Background: an optimization exercise with open tools, aiming at small area, a short achievable clock period and few clock cycles. Do not read the settings as production practice. Only simulation tests tie the RTL to the original design; equivalence was not proved. The clock input has no modelled driver; a real chip could not lean on it and would need a root buffer or a full tree.

$ cat design/flow/design.v
`timescale 1ns/1ns
module gradient_result (
  input  logic [9:0]  ax,
  input  logic [9:0]  ay,
  input  logic        same_sign,
  output logic [10:0] mag,
  output logic        a45,
  output logic        a90,
  output logic        a135
);
  function automatic logic [13:0] radd(input logic [13:0] a, input logic [13:0] b,
                                       input logic cin);
    logic [13:0] s;
    logic        c;
    integer      i;
    c = cin;
    for (i = 0; i < 14; i = i + 1) begin
      s[i] = a[i] ^ b[i] ^ c;
      c    = (a[i] & b[i]) | (a[i] & c) | (b[i] & c);
    end
    radd = s;
  endfunction
  logic sec0, sec90;
  assign mag = 11'(radd({4'b0, ax}, {4'b0, ay}, 1'b0));
  logic c1_1, c1_2, c1_3, c1_4, c1_5, c1_6, c1_7, c1_8, c1_9, c1_10, c1_11, c1_12, c1_13, c1_14, c1_15, c1_16, c1_17, c1_18, c1_19, c1_20, c1_21, c1_22, c1_23, c1_24, c1_25, c1_26, c1_27, c1_28, c1_29, c1_30, c1_31, c1_32, c1_33, c1_34, c1_35, c1_36, c1_37, c1_38, c1_39, c1_40, c1_41, c1_42, c1_43, c1_44, c1_45, c1_46, c1_47, c1_48, c1_49, c1_50, c1_51, c1_52, c1_53, c1_54, c1_55, c1_56, c1_57, c1_58, c1_59, c1_60, c1_61, c1_62, c1_63, c1_64, c1_65, c1_66, c1_67, c1_68, c1_69, c1_70, c1_71, c1_72, c1_73, c1_74, c1_75, c1_76, c1_77, c1_78, c1_79, c1_80, c1_81, c1_82, c1_83, c1_84, c1_85, c1_86, c2_1, c2_2, c2_3, c2_4, c2_5, c2_6, c2_7, c2_8, c2_9, c2_10, c2_11, c2_12, c2_13, c2_14, c2_15, c2_16, c2_17, c2_18, c2_19, c2_20, c2_21, c2_22, c2_23, c2_24, c2_25, c2_26, c2_27, c2_28, c2_29, c2_30, c2_31, c2_32, c2_33, c2_34, c2_35, c2_36, c2_37, c2_38, c2_39, c2_40, c2_41, c2_42, c2_43, c2_44, c2_45, c2_46, c2_47, c2_48, c2_49, c2_50, c2_51, c2_52, c2_53, c2_54, c2_55, c2_56, c2_57, c2_58, c2_59, c2_60, c2_61, c2_62, c2_63, c2_64, c2_65, c2_66, c2_67, c2_68, c2_69, c2_70, c2_71, c2_72, c2_73, c2_74, c2_75, c2_76, c2_77, c2_78, c2_79, c2_80, c2_81, c2_82, c2_83, c2_84, c2_85, c2_86, c2_87, c2_88, c2_89, c2_90, c2_91, c2_92, c2_93, c2_94, c2_95, c2_96, c2_97, c2_98, c2_99, c2_100, c2_101, c2_102, c2_103, c2_104, c2_105, c2_106;
  assign c1_1 = ~ay[3] & ax[0];
  assign c1_2 = (~ay[4] & ax[1]) | (~ay[4] & c1_1) | (ax[1] & c1_1);
  assign c1_3 = (~ay[5] & ax[2]) | (~ay[5] & c1_2) | (ax[2] & c1_2);
  assign c1_4 = (~ay[6] & ax[3]) | (~ay[6] & c1_3) | (ax[3] & c1_3);
  assign c1_5 = (~ay[7] & ax[4]) | (~ay[7] & c1_4) | (ax[4] & c1_4);
  assign c1_6 = ~ay[8] ^ ax[5] ^ ~ax[0];
  assign c1_7 = (~ay[8] & ax[5]) | (~ay[8] & ~ax[0]) | (ax[5] & ~ax[0]);
  assign c1_8 = (1'b1 & c1_5) | (1'b1 & c1_6) | (c1_5 & c1_6);
  assign c1_9 = ~ay[9] ^ ax[6] ^ ~ax[1];
  assign c1_10 = (~ay[9] & ax[6]) | (~ay[9] & ~ax[1]) | (ax[6] & ~ax[1]);
  assign c1_11 = (c1_7 & c1_8) | (c1_7 & c1_9) | (c1_8 & c1_9);
  assign c1_12 = ~ay[0] ^ ax[7] ^ ~ax[2];
  assign c1_13 = (~ay[0] & ax[7]) | (~ay[0] & ~ax[2]) | (ax[7] & ~ax[2]);
  assign c1_14 = ~ax[0] ^ 1'b1 ^ c1_10;
  assign c1_15 = (~ax[0] & 1'b1) | (~ax[0] & c1_10) | (1'b1 & c1_10);
  assign c1_16 = (c1_11 & c1_12) | (c1_11 & c1_14) | (c1_12 & c1_14);
  assign c1_17 = ~ay[1] ^ ax[8] ^ ~ax[3];
  assign c1_18 = (~ay[1] & ax[8]) | (~ay[1] & ~ax[3]) | (ax[8] & ~ax[3]);
  assign c1_19 = ~ax[1] ^ c1_13 ^ c1_15;
  assign c1_20 = (~ax[1] & c1_13) | (~ax[1] & c1_15) | (c1_13 & c1_15);
  assign c1_21 = (c1_16 & c1_17) | (c1_16 & c1_19) | (c1_17 & c1_19);
  assign c1_22 = ~ay[2] ^ ay[0] ^ ax[9];
  assign c1_23 = (~ay[2] & ay[0]) | (~ay[2] & ax[9]) | (ay[0] & ax[9]);
  assign c1_24 = ~ax[4] ^ ~ax[2] ^ c1_18;
  assign c1_25 = (~ax[4] & ~ax[2]) | (~ax[4] & c1_18) | (~ax[2] & c1_18);
  assign c1_26 = c1_20 ^ c1_21 ^ c1_22;
  assign c1_27 = (c1_20 & c1_21) | (c1_20 & c1_22) | (c1_21 & c1_22);
  assign c1_28 = c1_24 & c1_26;
  assign c1_29 = ~ay[3] ^ ay[1] ^ ~ax[5];
  assign c1_30 = (~ay[3] & ay[1]) | (~ay[3] & ~ax[5]) | (ay[1] & ~ax[5]);
  assign c1_31 = ~ax[3] ^ c1_23 ^ c1_25;
  assign c1_32 = (~ax[3] & c1_23) | (~ax[3] & c1_25) | (c1_23 & c1_25);
  assign c1_33 = c1_27 ^ c1_28 ^ c1_29;
  assign c1_34 = (c1_27 & c1_28) | (c1_27 & c1_29) | (c1_28 & c1_29);
  assign c1_35 = c1_31 & c1_33;
  assign c1_36 = ~ay[4] ^ ay[2] ^ ~ax[6];
  assign c1_37 = (~ay[4] & ay[2]) | (~ay[4] & ~ax[6]) | (ay[2] & ~ax[6]);
  assign c1_38 = ~ax[4] ^ c1_30 ^ c1_32;
  assign c1_39 = (~ax[4] & c1_30) | (~ax[4] & c1_32) | (c1_30 & c1_32);
  assign c1_40 = c1_34 ^ c1_35 ^ c1_36;
  assign c1_41 = (c1_34 & c1_35) | (c1_34 & c1_36) | (c1_35 & c1_36);
  assign c1_42 = c1_38 & c1_40;
  assign c1_43 = ~ay[5] ^ ay[3] ^ ~ax[7];
  assign c1_44 = (~ay[5] & ay[3]) | (~ay[5] & ~ax[7]) | (ay[3] & ~ax[7]);
  assign c1_45 = ~ax[5] ^ c1_37 ^ c1_39;
  assign c1_46 = (~ax[5] & c1_37) | (~ax[5] & c1_39) | (c1_37 & c1_39);
  assign c1_47 = c1_41 ^ c1_42 ^ c1_43;
  assign c1_48 = (c1_41 & c1_42) | (c1_41 & c1_43) | (c1_42 & c1_43);
  assign c1_49 = c1_45 & c1_47;
  assign c1_50 = ~ay[6] ^ ay[4] ^ ~ax[8];
  assign c1_51 = (~ay[6] & ay[4]) | (~ay[6] & ~ax[8]) | (ay[4] & ~ax[8]);
  assign c1_52 = ~ax[6] ^ c1_44 ^ c1_46;
  assign c1_53 = (~ax[6] & c1_44) | (~ax[6] & c1_46) | (c1_44 & c1_46);
  assign c1_54 = c1_48 ^ c1_49 ^ c1_50;
  assign c1_55 = (c1_48 & c1_49) | (c1_48 & c1_50) | (c1_49 & c1_50);
  assign c1_56 = c1_52 & c1_54;
  assign c1_57 = ~ay[7] ^ ay[5] ^ ~ax[9];
  assign c1_58 = (~ay[7] & ay[5]) | (~ay[7] & ~ax[9]) | (ay[5] & ~ax[9]);
  assign c1_59 = ~ax[7] ^ c1_51 ^ c1_53;
  assign c1_60 = (~ax[7] & c1_51) | (~ax[7] & c1_53) | (c1_51 & c1_53);
  assign c1_61 = c1_55 ^ c1_56 ^ c1_57;
  assign c1_62 = (c1_55 & c1_56) | (c1_55 & c1_57) | (c1_56 & c1_57);
  assign c1_63 = c1_59 & c1_61;
  assign c1_64 = ~ay[8] ^ ay[6] ^ ~ax[8];
  assign c1_65 = (~ay[8] & ay[6]) | (~ay[8] & ~ax[8]) | (ay[6] & ~ax[8]);
  assign c1_66 = 1'b1 ^ c1_58 ^ c1_60;
  assign c1_67 = (1'b1 & c1_58) | (1'b1 & c1_60) | (c1_58 & c1_60);
  assign c1_68 = c1_62 ^ c1_63 ^ c1_64;
  assign c1_69 = (c1_62 & c1_63) | (c1_62 & c1_64) | (c1_63 & c1_64);
  assign c1_70 = c1_66 & c1_68;
  assign c1_71 = ~ay[9] ^ ay[7] ^ ~ax[9];
  assign c1_72 = (~ay[9] & ay[7]) | (~ay[9] & ~ax[9]) | (ay[7] & ~ax[9]);
  assign c1_73 = 1'b1 ^ c1_65 ^ c1_67;
  assign c1_74 = (1'b1 & c1_65) | (1'b1 & c1_67) | (c1_65 & c1_67);
  assign c1_75 = c1_69 ^ c1_70 ^ c1_71;
  assign c1_76 = (c1_69 & c1_70) | (c1_69 & c1_71) | (c1_70 & c1_71);
  assign c1_77 = c1_73 & c1_75;
  assign c1_78 = ay[8] ^ 1'b1 ^ c1_72;
  assign c1_79 = (ay[8] & 1'b1) | (ay[8] & c1_72) | (1'b1 & c1_72);
  assign c1_80 = c1_74 ^ c1_76 ^ c1_77;
  assign c1_81 = (c1_74 & c1_76) | (c1_74 & c1_77) | (c1_76 & c1_77);
  assign c1_82 = c1_78 & c1_80;
  assign c1_83 = ay[9] ^ c1_79 ^ c1_81;
  assign c1_84 = (ay[9] & c1_79) | (ay[9] & c1_81) | (c1_79 & c1_81);
  assign c1_85 = c1_82 & c1_83;
  assign c1_86 = 1'b1 ^ c1_84 ^ c1_85;
  assign c2_1 = ay[2] & ax[0];
  assign c2_2 = ay[3] ^ ay[0] ^ ax[1];
  assign c2_3 = (ay[3] & ay[0]) | (ay[3] & ax[1]) | (ay[0] & ax[1]);
  assign c2_4 = c2_1 & c2_2;
  assign c2_5 = ay[4] ^ ay[1] ^ ax[2];
  assign c2_6 = (ay[4] & ay[1]) | (ay[4] & ax[2]) | (ay[1] & ax[2]);
  assign c2_7 = (c2_3 & c2_4) | (c2_3 & c2_5) | (c2_4 & c2_5);
  assign c2_8 = ay[5] ^ ay[2] ^ ax[3];
  assign c2_9 = (ay[5] & ay[2]) | (ay[5] & ax[3]) | (ay[2] & ax[3]);
  assign c2_10 = (c2_6 & c2_7) | (c2_6 & c2_8) | (c2_7 & c2_8);
  assign c2_11 = ay[6] ^ ay[3] ^ ax[4];
  assign c2_12 = (ay[6] & ay[3]) | (ay[6] & ax[4]) | (ay[3] & ax[4]);
  assign c2_13 = (c2_9 & c2_10) | (c2_9 & c2_11) | (c2_10 & c2_11);
  assign c2_14 = ay[7] ^ ay[4] ^ ax[5];
  assign c2_15 = (ay[7] & ay[4]) | (ay[7] & ax[5]) | (ay[4] & ax[5]);
  assign c2_16 = (c2_12 & c2_13) | (c2_12 & c2_14) | (c2_13 & c2_14);
  assign c2_17 = ay[8] ^ ay[5] ^ ~ay[0];
  assign c2_18 = (ay[8] & ay[5]) | (ay[8] & ~ay[0]) | (ay[5] & ~ay[0]);
  assign c2_19 = ax[6] ^ ~ax[0] ^ c2_15;
  assign c2_20 = (ax[6] & ~ax[0]) | (ax[6] & c2_15) | (~ax[0] & c2_15);
  assign c2_21 = (c2_16 & c2_17) | (c2_16 & c2_19) | (c2_17 & c2_19);
  assign c2_22 = ay[9] ^ ay[6] ^ ~ay[1];
  assign c2_23 = (ay[9] & ay[6]) | (ay[9] & ~ay[1]) | (ay[6] & ~ay[1]);
  assign c2_24 = ax[7] ^ ~ax[1] ^ 1'b1;
  assign c2_25 = (ax[7] & ~ax[1]) | (ax[7] & 1'b1) | (~ax[1] & 1'b1);
  assign c2_26 = c2_18 ^ c2_20 ^ c2_21;
  assign c2_27 = (c2_18 & c2_20) | (c2_18 & c2_21) | (c2_20 & c2_21);
  assign c2_28 = (c2_22 & c2_24) | (c2_22 & c2_26) | (c2_24 & c2_26);
  assign c2_29 = ay[7] ^ ~ay[2] ^ ax[8];
  assign c2_30 = (ay[7] & ~ay[2]) | (ay[7] & ax[8]) | (~ay[2] & ax[8]);
  assign c2_31 = ~ax[2] ^ c2_23 ^ c2_25;
  assign c2_32 = (~ax[2] & c2_23) | (~ax[2] & c2_25) | (c2_23 & c2_25);
  assign c2_33 = c2_27 ^ c2_28 ^ c2_29;
  assign c2_34 = (c2_27 & c2_28) | (c2_27 & c2_29) | (c2_28 & c2_29);
  assign c2_35 = c2_31 & c2_33;
  assign c2_36 = ay[8] ^ ~ay[3] ^ ay[0];
  assign c2_37 = (ay[8] & ~ay[3]) | (ay[8] & ay[0]) | (~ay[3] & ay[0]);
  assign c2_38 = ax[9] ^ ~ax[3] ^ c2_30;
  assign c2_39 = (ax[9] & ~ax[3]) | (ax[9] & c2_30) | (~ax[3] & c2_30);
  assign c2_40 = c2_32 ^ c2_34 ^ c2_35;
  assign c2_41 = (c2_32 & c2_34) | (c2_32 & c2_35) | (c2_34 & c2_35);
  assign c2_42 = (c2_36 & c2_38) | (c2_36 & c2_40) | (c2_38 & c2_40);
  assign c2_43 = ay[9] ^ ~ay[4] ^ ay[1];
  assign c2_44 = (ay[9] & ~ay[4]) | (ay[9] & ay[1]) | (~ay[4] & ay[1]);
  assign c2_45 = ~ax[4] ^ ~ax[0] ^ 1'b1;
  assign c2_46 = (~ax[4] & ~ax[0]) | (~ax[4] & 1'b1) | (~ax[0] & 1'b1);
  assign c2_47 = c2_37 ^ c2_39 ^ c2_41;
  assign c2_48 = (c2_37 & c2_39) | (c2_37 & c2_41) | (c2_39 & c2_41);
  assign c2_49 = c2_42 ^ c2_43 ^ c2_45;
  assign c2_50 = (c2_42 & c2_43) | (c2_42 & c2_45) | (c2_43 & c2_45);
  assign c2_51 = c2_47 & c2_49;
  assign c2_52 = ~ay[5] ^ ay[2] ^ ~ax[5];
  assign c2_53 = (~ay[5] & ay[2]) | (~ay[5] & ~ax[5]) | (ay[2] & ~ax[5]);
  assign c2_54 = ~ax[1] ^ c2_44 ^ c2_46;
  assign c2_55 = (~ax[1] & c2_44) | (~ax[1] & c2_46) | (c2_44 & c2_46);
  assign c2_56 = c2_48 ^ c2_50 ^ c2_51;
  assign c2_57 = (c2_48 & c2_50) | (c2_48 & c2_51) | (c2_50 & c2_51);
  assign c2_58 = (c2_52 & c2_54) | (c2_52 & c2_56) | (c2_54 & c2_56);
  assign c2_59 = ~ay[6] ^ ay[3] ^ ~ax[6];
  assign c2_60 = (~ay[6] & ay[3]) | (~ay[6] & ~ax[6]) | (ay[3] & ~ax[6]);
  assign c2_61 = ~ax[2] ^ c2_53 ^ c2_55;
  assign c2_62 = (~ax[2] & c2_53) | (~ax[2] & c2_55) | (c2_53 & c2_55);
  assign c2_63 = c2_57 ^ c2_58 ^ c2_59;
  assign c2_64 = (c2_57 & c2_58) | (c2_57 & c2_59) | (c2_58 & c2_59);
  assign c2_65 = c2_61 & c2_63;
  assign c2_66 = ~ay[7] ^ ay[4] ^ ~ax[7];
  assign c2_67 = (~ay[7] & ay[4]) | (~ay[7] & ~ax[7]) | (ay[4] & ~ax[7]);
  assign c2_68 = ~ax[3] ^ c2_60 ^ c2_62;
  assign c2_69 = (~ax[3] & c2_60) | (~ax[3] & c2_62) | (c2_60 & c2_62);
  assign c2_70 = c2_64 ^ c2_65 ^ c2_66;
  assign c2_71 = (c2_64 & c2_65) | (c2_64 & c2_66) | (c2_65 & c2_66);
  assign c2_72 = c2_68 & c2_70;
  assign c2_73 = ~ay[8] ^ ay[5] ^ ~ax[8];
  assign c2_74 = (~ay[8] & ay[5]) | (~ay[8] & ~ax[8]) | (ay[5] & ~ax[8]);
  assign c2_75 = ~ax[4] ^ c2_67 ^ c2_69;
  assign c2_76 = (~ax[4] & c2_67) | (~ax[4] & c2_69) | (c2_67 & c2_69);
  assign c2_77 = c2_71 ^ c2_72 ^ c2_73;
  assign c2_78 = (c2_71 & c2_72) | (c2_71 & c2_73) | (c2_72 & c2_73);
  assign c2_79 = c2_75 & c2_77;
  assign c2_80 = ~ay[9] ^ ay[6] ^ ~ax[9];
  assign c2_81 = (~ay[9] & ay[6]) | (~ay[9] & ~ax[9]) | (ay[6] & ~ax[9]);
  assign c2_82 = ~ax[5] ^ c2_74 ^ c2_76;
  assign c2_83 = (~ax[5] & c2_74) | (~ax[5] & c2_76) | (c2_74 & c2_76);
  assign c2_84 = c2_78 ^ c2_79 ^ c2_80;
  assign c2_85 = (c2_78 & c2_79) | (c2_78 & c2_80) | (c2_79 & c2_80);
  assign c2_86 = c2_82 & c2_84;
  assign c2_87 = ay[7] ^ ~ax[6] ^ c2_81;
  assign c2_88 = (ay[7] & ~ax[6]) | (ay[7] & c2_81) | (~ax[6] & c2_81);
  assign c2_89 = c2_83 ^ c2_85 ^ c2_86;
  assign c2_90 = (c2_83 & c2_85) | (c2_83 & c2_86) | (c2_85 & c2_86);
  assign c2_91 = c2_87 & c2_89;
  assign c2_92 = ay[8] ^ ~ax[7] ^ 1'b1;
  assign c2_93 = (ay[8] & ~ax[7]) | (ay[8] & 1'b1) | (~ax[7] & 1'b1);
  assign c2_94 = c2_88 ^ c2_90 ^ c2_91;
  assign c2_95 = (c2_88 & c2_90) | (c2_88 & c2_91) | (c2_90 & c2_91);
  assign c2_96 = c2_92 & c2_94;
  assign c2_97 = ay[9] ^ ~ax[8] ^ 1'b1;
  assign c2_98 = (ay[9] & ~ax[8]) | (ay[9] & 1'b1) | (~ax[8] & 1'b1);
  assign c2_99 = c2_93 ^ c2_95 ^ c2_96;
  assign c2_100 = (c2_93 & c2_95) | (c2_93 & c2_96) | (c2_95 & c2_96);
  assign c2_101 = c2_97 & c2_99;
  assign c2_102 = ~ax[9] ^ 1'b1 ^ c2_98;
  assign c2_103 = (~ax[9] & 1'b1) | (~ax[9] & c2_98) | (1'b1 & c2_98);
  assign c2_104 = (c2_100 & c2_101) | (c2_100 & c2_102) | (c2_101 & c2_102);
  assign c2_105 = c2_103 & c2_104;
  assign c2_106 = 1'b1 ^ c2_105;
  assign sec0  = c1_86;
  assign sec90 = !c2_106;
  assign a45  = !sec0 && !sec90 && same_sign;
  assign a135 = !sec0 && !sec90 && !same_sign;
  assign a90  = !sec0 && sec90;
endmodule
`timescale 1ns/1ns
module ced_top
#(
  parameter int IMG_SIZE = 128
) (
  input  logic        clk,
  input  logic        rst,
  input  logic        enable,
  output logic        ird,
  output logic [13:0] iaddr,
  input  logic [7:0]  idata,
  output logic        grad_wr,
  output logic [39:0] grad_out,
  output logic        done
);
  localparam int K    = 8;             
  localparam int KO   = K - 2;         
  localparam int OUTS = IMG_SIZE - 2;  
  localparam int DL   = 2 * K + 1;     
  function automatic logic [13:0] radd(input logic [13:0] a, input logic [13:0] b,
                                       input logic cin);
    logic [13:0] s;
    logic        c;
    integer      i;
    c = cin;
    for (i = 0; i < 14; i = i + 1) begin
      s[i] = a[i] ^ b[i] ^ c;
      c    = (a[i] & b[i]) | (a[i] & c) | (b[i] & c);
    end
    radd = s;
  endfunction
  localparam int          LAG        = 4;    
  localparam logic [13:0] OADDR_INIT = 14'(-((LAG - 1) * OUTS + 1));
  logic        started;   
  logic        run;       
  logic [2:0]  jr;        
  logic [6:0]  rowr;      
  logic [6:0]  colr;      
  logic        v1, v2, v3;   
  logic [13:0] oaddr;     
  logic last_j, last_read;
  assign last_j    = (jr == 3'(K - 1));
  assign last_read = last_j && (colr == 7'd127) && (rowr == 7'd127);
  assign ird   = run;
  assign iaddr = {rowr, colr};
  always_ff @(posedge clk or posedge rst) begin
    if (rst) begin
      started <= 1'b0;
      run     <= 1'b0;
      v1      <= 1'b0;
      v2      <= 1'b0;
      v3      <= 1'b0;
      grad_wr <= 1'b0;
      done    <= 1'b0;
    end else begin
      if (enable && !started) begin
        started <= 1'b1;
        run     <= 1'b1;
      end else if (last_read) begin
        run     <= 1'b0;
      end
      v1      <= run && (jr >= 3'd2) && (colr >= 7'd2);
      v2      <= v1;
      v3      <= v2;
      grad_wr <= v3;
      if (started && !run && !v1 && !v2 && !v3) done <= 1'b1;
    end
  end
  logic [6:0]  row_step;
  logic [13:0] oaddr_step;
  always_comb begin
    if (!last_j)              row_step = 7'd1;
    else if (colr == 7'd127)  row_step = 7'(-1);
    else                      row_step = 7'(-(K - 1));
  end
  always_ff @(posedge clk) begin
    if (!started) begin
      jr   <= '0;
      rowr <= '0;
      colr <= '0;
    end else begin
      jr   <= 3'(radd({11'b0, jr}, 14'd0, 1'b1));
      colr <= 7'(radd({7'b0, colr}, 14'd0, last_j));
      rowr <= 7'(radd({7'b0, rowr}, {7'b0, row_step}, 1'b0));
    end
  end
  always_comb begin
    if (jr != 3'(LAG - 1))   oaddr_step = 14'(OUTS);
    else if (colr == 7'd0)   oaddr_step = 14'(-(OUTS + 127));
    else                     oaddr_step = 14'(-((K - 1) * OUTS - 1));
  end
  always_ff @(posedge clk) begin
    if (!started) oaddr <= OADDR_INIT;
    else          oaddr <= radd(oaddr, oaddr_step, 1'b0);
  end
  logic [7:0] px [DL];
  always_ff @(posedge clk) begin
    px[0] <= idata;
    for (int i = 1; i < DL; i++) px[i] <= px[i-1];
  end
  logic signed [8:0]  d;
  logic signed [8:0]  d1;
  logic signed [9:0]  e, e1;
  logic signed [10:0] gx;
  logic [9:0]         h, h1, h2;
  logic signed [10:0] gy;
  logic [9:0] h0;
  assign d  = 9'(radd({6'b0, px[0]}, ~{6'b0, px[2*K]}, 1'b1));
  assign e  = 10'(radd({{5{d[8]}}, d}, {{5{d1[8]}}, d1}, 1'b0));
  assign gx = 11'(radd({{4{e[9]}}, e}, {{4{e1[9]}}, e1}, 1'b0));
  assign h0 = 10'(radd({6'b0, px[0]}, {6'b0, px[2*K]}, 1'b0));
  assign h  = 10'(radd({4'b0, h0}, {5'b0, px[K], 1'b0}, 1'b0));
  assign gy = 11'(radd({4'b0, h}, ~{4'b0, h2}, 1'b1));
  always_ff @(posedge clk) begin
    d1 <= d;
    e1 <= e;
    h1 <= h;
    h2 <= h1;
  end
  logic [9:0] ax, ay, ax_q, ay_q;
  logic       same_q;
  assign ax = 10'(radd({4'b0, gx[9:0] ^ {10{gx[10]}}}, 14'd0, gx[10]));
  assign ay = 10'(radd({4'b0, gy[9:0] ^ {10{gy[10]}}}, 14'd0, gy[10]));
  always_ff @(posedge clk) begin
    ax_q   <= ax;
    ay_q   <= ay;
    same_q <= (gx[10] == gy[10]);
  end
  logic [10:0] mag;
  logic        a45, a90, a135;
  gradient_result u_gradient_result (
    .ax        (ax_q),
    .ay        (ay_q),
    .same_sign (same_q),
    .mag       (mag),
    .a45       (a45),
    .a90       (a90),
    .a135      (a135)
  );
  logic [10:0] mag_q;
  logic        a45_q, a90_q, a135_q, a45_135_q, a90_135_q, a45_90_q;
  always_ff @(posedge clk) begin
    mag_q     <= mag;
    a45_q     <= a45;
    a135_q    <= a135;
    a90_q     <= a90;
    a45_135_q <= a45 | a135;
    a90_135_q <= a90 | a135;
    a45_90_q  <= a45 | a90;
  end
  logic [7:0] ang;
  assign ang = {a135_q, a90_q, a45_q, a90_q, a45_90_q,
                a45_135_q, a90_135_q, a45_135_q};
  assign grad_out = {2'b0, mag_q, 5'b0, ang, oaddr};
endmodule
$ cat design/flow/flow/flat_clock.tcl
# Take the middle level out of the clock tree that CTS built: the leaf
# buffers are moved from the middle buffers' nets to the root buffer's net,
# and the root buffer is made a clkbuf_16.
set results $::env(RESULTS)
read_db $results/4_cts.odb
set block [ord::get_db_block]
set db [ord::get_db]
set root [$block findInst clkbuf_0_clk]
if {$root eq "NULL"} { error "no root clock buffer" }
set root_net [[$root findITerm X] getNet]
set mids {}
# a middle buffer is a clock buffer on the root's net that drives only
# other clock buffers
foreach it [$root_net getITerms] {
  set inst [$it getInst]
  if {$inst eq $root || ![string match "*clkbuf*" [[$inst getMaster] getName]]} { continue }
  set only_bufs 1
  foreach lt [[[$inst findITerm X] getNet] getITerms] {
    set l [$lt getInst]
    if {$l ne $inst && ![string match "*clkbuf*" [[$l getMaster] getName]]} { set only_bufs 0 }
  }
  if {$only_bufs} { lappend mids $inst }
}
puts "middle buffers: [llength $mids]"
foreach mid $mids {
  set out_net [[$mid findITerm X] getNet]
  set moved 0
  foreach it [$out_net getITerms] {
    if {[$it getInst] eq $mid} { continue }
    $it disconnect
    $it connect $root_net
    incr moved
  }
  puts "[$mid getName]: moved $moved loads"
  odb::dbInst_destroy $mid
  odb::dbNet_destroy $out_net
}
set m16 [$db findMaster sky130_fd_sc_hd__clkbuf_16]
$root swapMaster $m16
write_db $results/4_cts.odb
$ cat design/flow/config.mk
export PLATFORM = sky130hd
export DESIGN_NAME = ced_top
export DESIGN_NICKNAME = ced_top
export VERILOG_FILES = /design/flow/design.v
export SDC_FILE = /design/flow/constraint.sdc
export NUM_CORES = 4
export LEC_CHECK = 0
export CAP_MARGIN = 20
export CORE_MARGIN = 2
export CORE_UTILIZATION = 40
export PLACE_DENSITY = 0.6
export SLEW_MARGIN = 20
$ cat design/flow/standard.sh
#!/bin/bash
# synth_recipe.tcl (not shown) runs the flow's synth.tcl, then flattens the netlist and writes it again
# the make line also repeats each setting of config.mk as NAME=value (left out here)
make -C /OpenROAD-flow-scripts/flow DESIGN_CONFIG=/design/flow/config.mk WORK_HOME=/design/flow/orfs CLKGATE_MAP_FILE= SYNTH_SCRIPT=/design/flow/synth_recipe.tcl "${@:-finish}"
$ cat design/flow/flow/run.sh
#!/bin/bash
# The standard layout (standard.sh, unchanged scripts) with three changes:
# - the port buffers are buf_2 cells rather than the default pick (a slow
#   clkdlybuf4s50_1), which shortens the paths into and out of the ports;
# - clock tree synthesis uses clkbuf_8 cells in clusters of up to 20 sinks
#   and adds no dummy loads for balancing;
# - after clock tree synthesis, the tree's middle level of buffers is taken
#   out (flat_clock.tcl): the root buffer, now a clkbuf_16, drives every leaf
#   buffer itself. Every register still sees the same number of buffers.
# Each tool writes its whole output to a log file here.
set -euo pipefail
export BUFFER_PORTS_ARGS="-buffer_cell sky130_fd_sc_hd__buf_2"
export CTS_ARGS="-sink_clustering_enable -repair_clock_nets -sink_clustering_size 20 -sink_clustering_max_diameter 60 -dont_use_dummy_load -buf_list sky130_fd_sc_hd__clkbuf_8"
bash standard.sh cts > standard_cts.log 2>&1
RESULTS="$PWD/orfs/results/$FLOW_PLATFORM/ced_top/base" openroad -no_init -exit flow/flat_clock.tcl > flat_clock.log 2>&1
bash standard.sh > standard.log 2>&1
$ cat design/flow/constraint.sdc
create_clock -name core_clock -period 70.0 [get_ports {clk}]
set_input_delay 14.0000 -clock core_clock [delete_from_list [all_inputs] [get_ports {clk}]]
set_output_delay 14.0000 -clock core_clock [all_outputs]
set_load 0.01 [all_outputs]
==> results of run 1 <==
-- area by class of cell --
cell class              count  share of cell area (%)
flip-flops and latches    250                    46.9
multi-input cells         325                    39.6
inverters                 130                    4.54
well taps                 324                    3.77
repair buffers             60                    2.79
clock buffers              18                    2.41
-- final timing paths --
kind	end	slack, ns	depth (start not counted)
min in group asynchronous	grad_wr	13.47	2
setup reg to reg	a45_q	58.85	37
setup / recovery	iaddr[9]	55.01	1
max in group asynchronous	v1	56.26	2
hold / removal	px[13][7]	0.27	0
hold reg to reg	px[13][7]	0.27	0
-- per-layer routing --
layer  global-route usage, %  vias to the layer above  routed length (um)
li1                        -                     2238                   -
met1                    16.2                     2283                6770
met2                    18.6                       80                6450
met3                    4.80                       20                 712
met4                    5.11                        0                 298
met5                       0                        -                   0
-- Yosys cell counts (all sizes together), types with 3 or more instances --
cell and count:
or2 4, inv 130, xor2 17, fa 138, nor3 3, ha 44, nand4 3, a21oi 3
xnor2 10, clkbuf 3, dfxtp 243, buf 17, nor2 11, maj3 4, nor2b 24, o21ai 5
and2 15, a21o 3, dfrtp 7, nand2 7, nand2b 9
-- stage by stage --
| stage | util, % | setup WS, ns |
|---|---|---|
| floorplan | - | 55.58 |
| global placement | 43.2 | 55.48 |
| detailed placement | 43.2 | 55.45 |
| CTS | 44.3 | 54.85 |
| global route | 44.2 | 54.93 |
| finish | 44.2 | 55.01 |
-- kinds of logic after synthesis --
family,share of synthesized area [%]
AOI/OAI and AO/OA,1.77
other,0.0379
and+or+nand+nor,4.75
adders and majority gates,33.9
DFF,50.9
buffers and inverters,6.28
xor gates and xnor gates,2.39
-- worst register-to-register path: cells and delay by family, from the launching register on --
| family | cells | cell delay (ns) |
|---|---|---|
| simple gates | 12 | 1.94 |
| fa+ha+maj | 14 | 6.46 |
| buf+inv | 2 | 0.36 |
| compound gates | 9 | 1.67 |
| flops | 1 | 0.66 |
-- flip-flops by register name, indices dropped and copies added (netlist names), 3 cells and up --
| name | count |
|---|---|
| mag_q | 11 |
| rowr | 7 |
| ax_q | 10 |
| d1 | 8 |
| colr | 7 |
| h1 | 10 |
| px | 136 |
| e1 | 10 |
| jr | 3 |
| oaddr | 14 |
| h2 | 10 |
| ay_q | 10 |
==> impl_results.md, run 1 <==
* Outcome: timing/DRC/antenna clean
* Worst reg2reg path startpoint: ay_q[4]
* CP Launch Point: rowr[2]
* Area of the multi-input gates at 4260 um^2
* Unrepaired setup endpoints after global routing: false
* Min Hold Slack at 0.273 ns
* Die ar. at 26000 um^2
* Core Region at 24300 um^2
* Synth-to-layout area growth at 8.62%
* Placed cell count at 1089
* Max Slew Vio Count at 0
* CP delay by family, top: flip-flops
* Hold buffers post-CTS at 0
* Final Cycle Share at 21.4%
* Post-Synthesis Cells at 719
* Via count of the routed design at 4621
* Via-per-instance ratio at 4.17
* Wire per inst at 12.9 um
* WL final at 14200 um
* Share of cells above drive strength 1 at 11.0%
* Final hold violation count at 0
* Skew-Pair Late Insertion Delay at 0.43 ns
* Initial antenna violation count at 0
* Async SR Flop Fraction at 2.80%
* Synthesized area at 9900 um^2
* Commonest non-fill, non-tap cells in the layout: dfxtp_1, fa_1, inv_1
* Hold_sp: px[12][7]
* Clk sink count at 250
* Reg clk slew, reported paths at 0.11 ns
* Hold Path Class: register to register
* Antenna viol nets, final at 0
* Fill cells at 2219
* Register area at 5040 um^2
* Final Setup Violations at 0
* DRC errors left at 0
* Cell row count at 57
* Hpwl dp at 11000 um
* Initial Utilization at 40.7%
* Worst setup SP type: register
* IO Count at 68
* Post-synth top area share at 49.1%
* Critical-path top delay cell: dfxtp_1
* Grt total ovfl at 0
* DP Area at 10500 um^2
* Syn avg cell area at 13.8 um^2
* Die width at 161 um
* Diode count at 0
* Crit Path Max Fanout at 3
* Largest cells by area after synthesis: dfxtp_1, fa_1, ha_1
* WP data required at 56.00 ns
* First-pass GRT wire length at 24200 um
* Max Fclk at 66.7 MHz
* CP arrival at 0.99 ns
* 1st-iter DRT viols at 144
* CP Class: register to output port
* Clk_skew at 0.0550 ns
* Min Tclk post-route at 14.99 ns
* Ys Warns at 3
* Max-Cap Viols at 0
* Final GP Congestion at 0.836
* Setup TNS at 0 ns
* Resized cells post-CTS at 0
* Synthesis-stage register bit count at 250
* Final nets at 978
* Primary FF master, synth: dfxtp_1
* Commonest non-fill, non-tap cell in the layout: dfxtp_1
* Post-synth EDFFs at 0
* Post-CTS Setup Inserts at 0
* Endpoint class of the critical path: output port
* # port buffers at 60
* Vias in the first global route at 4891
* Die Y at 161 um
* Cell taking the most area after synthesis: dfxtp_1
* DR pass1 iterations at 4
* Synth cell types at 41
* Max-slew headroom at 39.0%
* Sequential area share after synthesis at 50.9%
* Actual slew at the worst max-slew pin at 0.915 ns
* Cell Count, Final, Fillers Out at 1107
* WP buf/inv at 1
* Worst-path cell chain: buf_2
* GRT Total Usage at 12.4%
* Post-Layout Inst Area at 10800 um^2
* Slowest cell delay on critical path at 0.40 ns
* Largest net degree at the start of global routing at 35
Testbench counts, summed over its fixed seeds: cycles 172,080.
==> run 2: changes to the inputs <==
==> design/flow/flow/run.sh (replaced) <==
#!/bin/bash
# The standard layout (standard.sh, unchanged scripts) with three changes:
# - the port buffers are buf_2 cells rather than the default pick (a slow
#   clkdlybuf4s50_1), which shortens the paths into and out of the ports;
# - clock tree synthesis uses clkbuf_4 cells in clusters of up to 12 sinks
#   and adds no dummy loads for balancing;
# - after clock tree synthesis, the tree's middle level of buffers is taken
#   out (flat_clock.tcl): the root buffer, now a clkbuf_16, drives every leaf
#   buffer itself. Every register still sees the same number of buffers.
# Each tool writes its whole output to a log file here.
set -euo pipefail
export BUFFER_PORTS_ARGS="-buffer_cell sky130_fd_sc_hd__buf_2"
export CTS_ARGS="-sink_clustering_enable -repair_clock_nets -sink_clustering_size 12 -sink_clustering_max_diameter 50 -dont_use_dummy_load -buf_list sky130_fd_sc_hd__clkbuf_4"
bash standard.sh cts > standard_cts.log 2>&1
RESULTS="$PWD/orfs/results/$FLOW_PLATFORM/ced_top/base" openroad -no_init -exit flow/flat_clock.tcl > flat_clock.log 2>&1
bash standard.sh > standard.log 2>&1
==> run 2 against run 1 <==
Compared with the run above: worst hold slack improved by 0.022 ns; area after synthesis did not move; highest routed layer unchanged; sequential cell count did not move; synthesized cell count did not move; still clean on timing, DRC and antenna; clock skew rose by 0.010 ns.
==> impl_results.md, run 2 <==
* # port buffers at 60 (unchanged)
* Biggest regs: px x136, oaddr x14, mag_q x11
* Largest net degree at the start of global routing at 35 (unchanged)
* Outcome: timing/DRC/antenna clean
* Simple-gate share of the synthesized area at 4.75% (unchanged)
* Die Y at 161 um (unchanged)
* Post-Synth Adder-Cell Area at 33.9% (unchanged)
* Initial Utilization at 40.7% (unchanged)
* Final GP Congestion at 0.836 (unchanged)
* Max Fclk at 66.6 MHz (-0.12%)
* Final hold violation count at 0 (unchanged)
* Antenna viol nets, final at 0 (unchanged)
* Final Setup Violations at 0 (unchanged)
* Critical-path top delay cell: dfxtp_1
* Reg clk slew, reported paths at 0.12 ns (about the same)
* Worst R2R End: a45_q
* Synthesis-stage register bit count at 250 (unchanged)
* Primary FF master, synth: dfxtp_1
* Final worst slack at 54.99 ns (-0.0186 ns)
* Hold EP: h2[0]
* Slowest cell delay on critical path at 0.41 ns (about the same)
* FF-to-FF setup slack at 58.84 ns (about the same)
* Largest register FFs at 136 (unchanged)
* Post-CTS Setup Inserts at 0 (unchanged)
* Post-Synthesis Cells at 719 (unchanged)
* Post-synth top area share at 49.1% (unchanged)
* Via count of the routed design at 4660 (+0.84%)
* Crit Path Max Fanout at 4 (+1)
* Via-per-instance ratio at 4.18 (+0.21%)
* Worst reg2reg path startpoint: ay_q[6]
* 1st-iter DRT viols at 151 (+4.9%)
* Die ar. at 26000 um^2 (unchanged)
* Count leader, synth: dfxtp_1
* Commonest non-fill, non-tap cell in the layout: dfxtp_1
* Largest family of logic cells by synthesized area: adder cells
* CP arrival at 1.01 ns (+0.02 ns)
* Largest cells by area after synthesis: dfxtp_1, fa_1, ha_1
* Clk_skew at 0.0654 ns (+0.0104 ns)
* Resized cells post-CTS at 0 (unchanged)
* Hpwl dp at 11000 um (unchanged)
* Actual slew at the worst max-slew pin at 0.908 ns (-0.00717 ns)
* Clk sink count at 250 (unchanged)
* Diode count at 0 (unchanged)
* Setup TNS at 0 ns (unchanged)
* GRT Total Usage at 12.7% (+0.27 points)
* Hold buffers post-CTS at 0 (unchanged)
* Top cells by count, synth: dfxtp_1, fa_1, inv_1, ha_1, nor2b_1
* Ys Warns at 3 (unchanged)
* Worst-path cell chain: buf_2
* Post-synthesis mux area share at 0% (unchanged)
* Core Region at 24300 um^2 (unchanged)
* WP buf/inv at 1 (unchanged)
* DR pass1 iterations at 4 (unchanged)
* Grt total ovfl at 0 (unchanged)
* Final Cycle Share at 21.4% (+0.027 points)
* IO Count at 68 (unchanged)
* DP Area at 10500 um^2 (unchanged)
* WL final at 14300 um (+0.27%)
* Max-Cap Viols at 0 (unchanged)
* R2R depth at 37 (unchanged)
* Max Slew Vio Count at 0 (unchanged)
* Commonest non-fill, non-tap cells in the layout: dfxtp_1, fa_1, inv_1
* Post-synth EDFFs at 0 (unchanged)
* Max-slew headroom at 39.4% (+0.48 points)
* Unrepaired setup endpoints after global routing: false
* Sequential area share after synthesis at 50.9% (unchanged)
* Share of cells above drive strength 1 at 11.8% (+0.79 points)
* CP delay by family, top: flip-flops
* Hold Path Class: register to register
* Fin util at 44.0% (-0.22 points)
* WP data required at 56.00 ns (about the same)
* Async SR Flop Fraction at 2.80% (unchanged)
* Final nets at 985 (+0.72%)
* Hold Crit Depth at 0 (unchanged)
* Worst setup SP type: register
* First-pass GRT wire length at 24500 um (+1.1%)
* Synth Area in XOR/XNOR at 2.39% (unchanged)
* Reg with most FFs: px
* Endpoint class of the critical path: output port
* Fill cells at 2231 (+0.54%)
* Wire per inst at 12.8 um (-0.36%)
* Min Tclk post-route at 15.01 ns (+0.0186 ns)
* Synth cell types at 41 (unchanged)
* Synthesized area at 9900 um^2 (unchanged)
* Vias in the first global route at 4968 (+1.6%)
* Pre-CTS setup slack at 55.45 ns (unchanged)
* Cell row count at 57 (unchanged)
* Die width at 161 um (unchanged)
* Cell taking the most area after synthesis: dfxtp_1
* Hold_sp: h1[0]
* Compound-Gate Fraction of Synth Area at 1.77% (unchanged)
* Synth-to-layout area growth at 8.07%
* Post-Layout Inst Area at 10700 um^2 (-0.50%)
* Skew-Pair Late Insertion Delay at 0.43 ns (about the same)
* Initial antenna violation count at 0 (unchanged)
* DRC errors left at 0 (unchanged)
* Syn avg cell area at 13.8 um^2 (unchanged)
* CP Class: register to output port
[run 2: cell counts after synthesis]
Identical to the previous run, type by type.
[run 2: how the worst max path moves through the flow]
stage / from / end / slack (ns) / cells past startpoint
floorplan: a45_135_q / grad_out[14] / 55.58 / 1
global placement: run / ird / 55.48 / 1
detailed placement: run / ird / 55.45 / 1
CTS: rowr[3] / iaddr[10] / 54.66 / 1
global route: rowr[4] / iaddr[11] / 54.91 / 1
finish: colr[0] / iaddr[0] / 54.99 / 1
[run 2: stage by stage]
step / hold slack (ns) / cells
2_1_floorplan: 0.310 / 725
3_3_place_gp: 0.310 / 1089
3_5_place_dp: 0.312 / 1089
4_1_cts: 0.263 / 1116
5_1_grt: 0.295 / 1114
6_report: 0.296 / 1114
[run 2: kinds of logic (layout without fill, tap and decap cells)]
family | Yosys count | in the layout
flops | 250 | 250
xor+xnor | 27 | 27
compound gates | 23 | 23
fa+ha+maj | 186 | 186
buf+inv | 150 | 215
other cells | 1 | 7
simple gates | 82 | 82
[run 2: per-layer routing]
layer	track usage, %	up-vias	routed length [um]
met5	0	-	0
met1	16.2	2293	6750
met2	18.8	88	6450
li1	-	2251	-
met3	5.50	28	760
met4	5.72	0	308
[run 2: cell type report]
| cell class | count | area, um^2 | share of cell area, % |
|---|---|---|---|
| well taps | 324 | 405 | 3.79 |
| inverters | 130 | 488 | 4.56 |
| clock buffers | 25 | 205 | 1.92 |
| multi-input cells | 325 | 4260 | 39.8 |
| repair buffers | 60 | 300 | 2.81 |
| flip-flops and latches | 250 | 5040 | 47.1 |

separate check: timing with driven ports:
Ports are ideal in the flow. The routed layouts listed here were re-timed in OpenROAD.
Step 1 sets driving cells, clkbuf_16 on the clock port and buf_2 on the other inputs (assumed; they add their load-dependent delay and slew).
Step 2 adds t to the input delays and takes it off the output delays; t is the mean of the earliest and latest rising clock arrival at the registers after step 1. Input paths then give back, and output paths get back, about the clock's delay inside the block.
Three values: ideal ports, drivers, drivers and shift; two values: the first two.
run | shift t [ns] | slack for setup (ns) | worst setup path at the end | worst register clock-pin slew, ns
run 1 | 0.444 | 55.009 / 54.963 / 55.407 | register to output | 0.11 / 0.11
run 2 | 0.447 | 54.991 / 54.944 / 55.391 | register to output | 0.12 / 0.12
After both steps setup and hold are still met in every run listed.
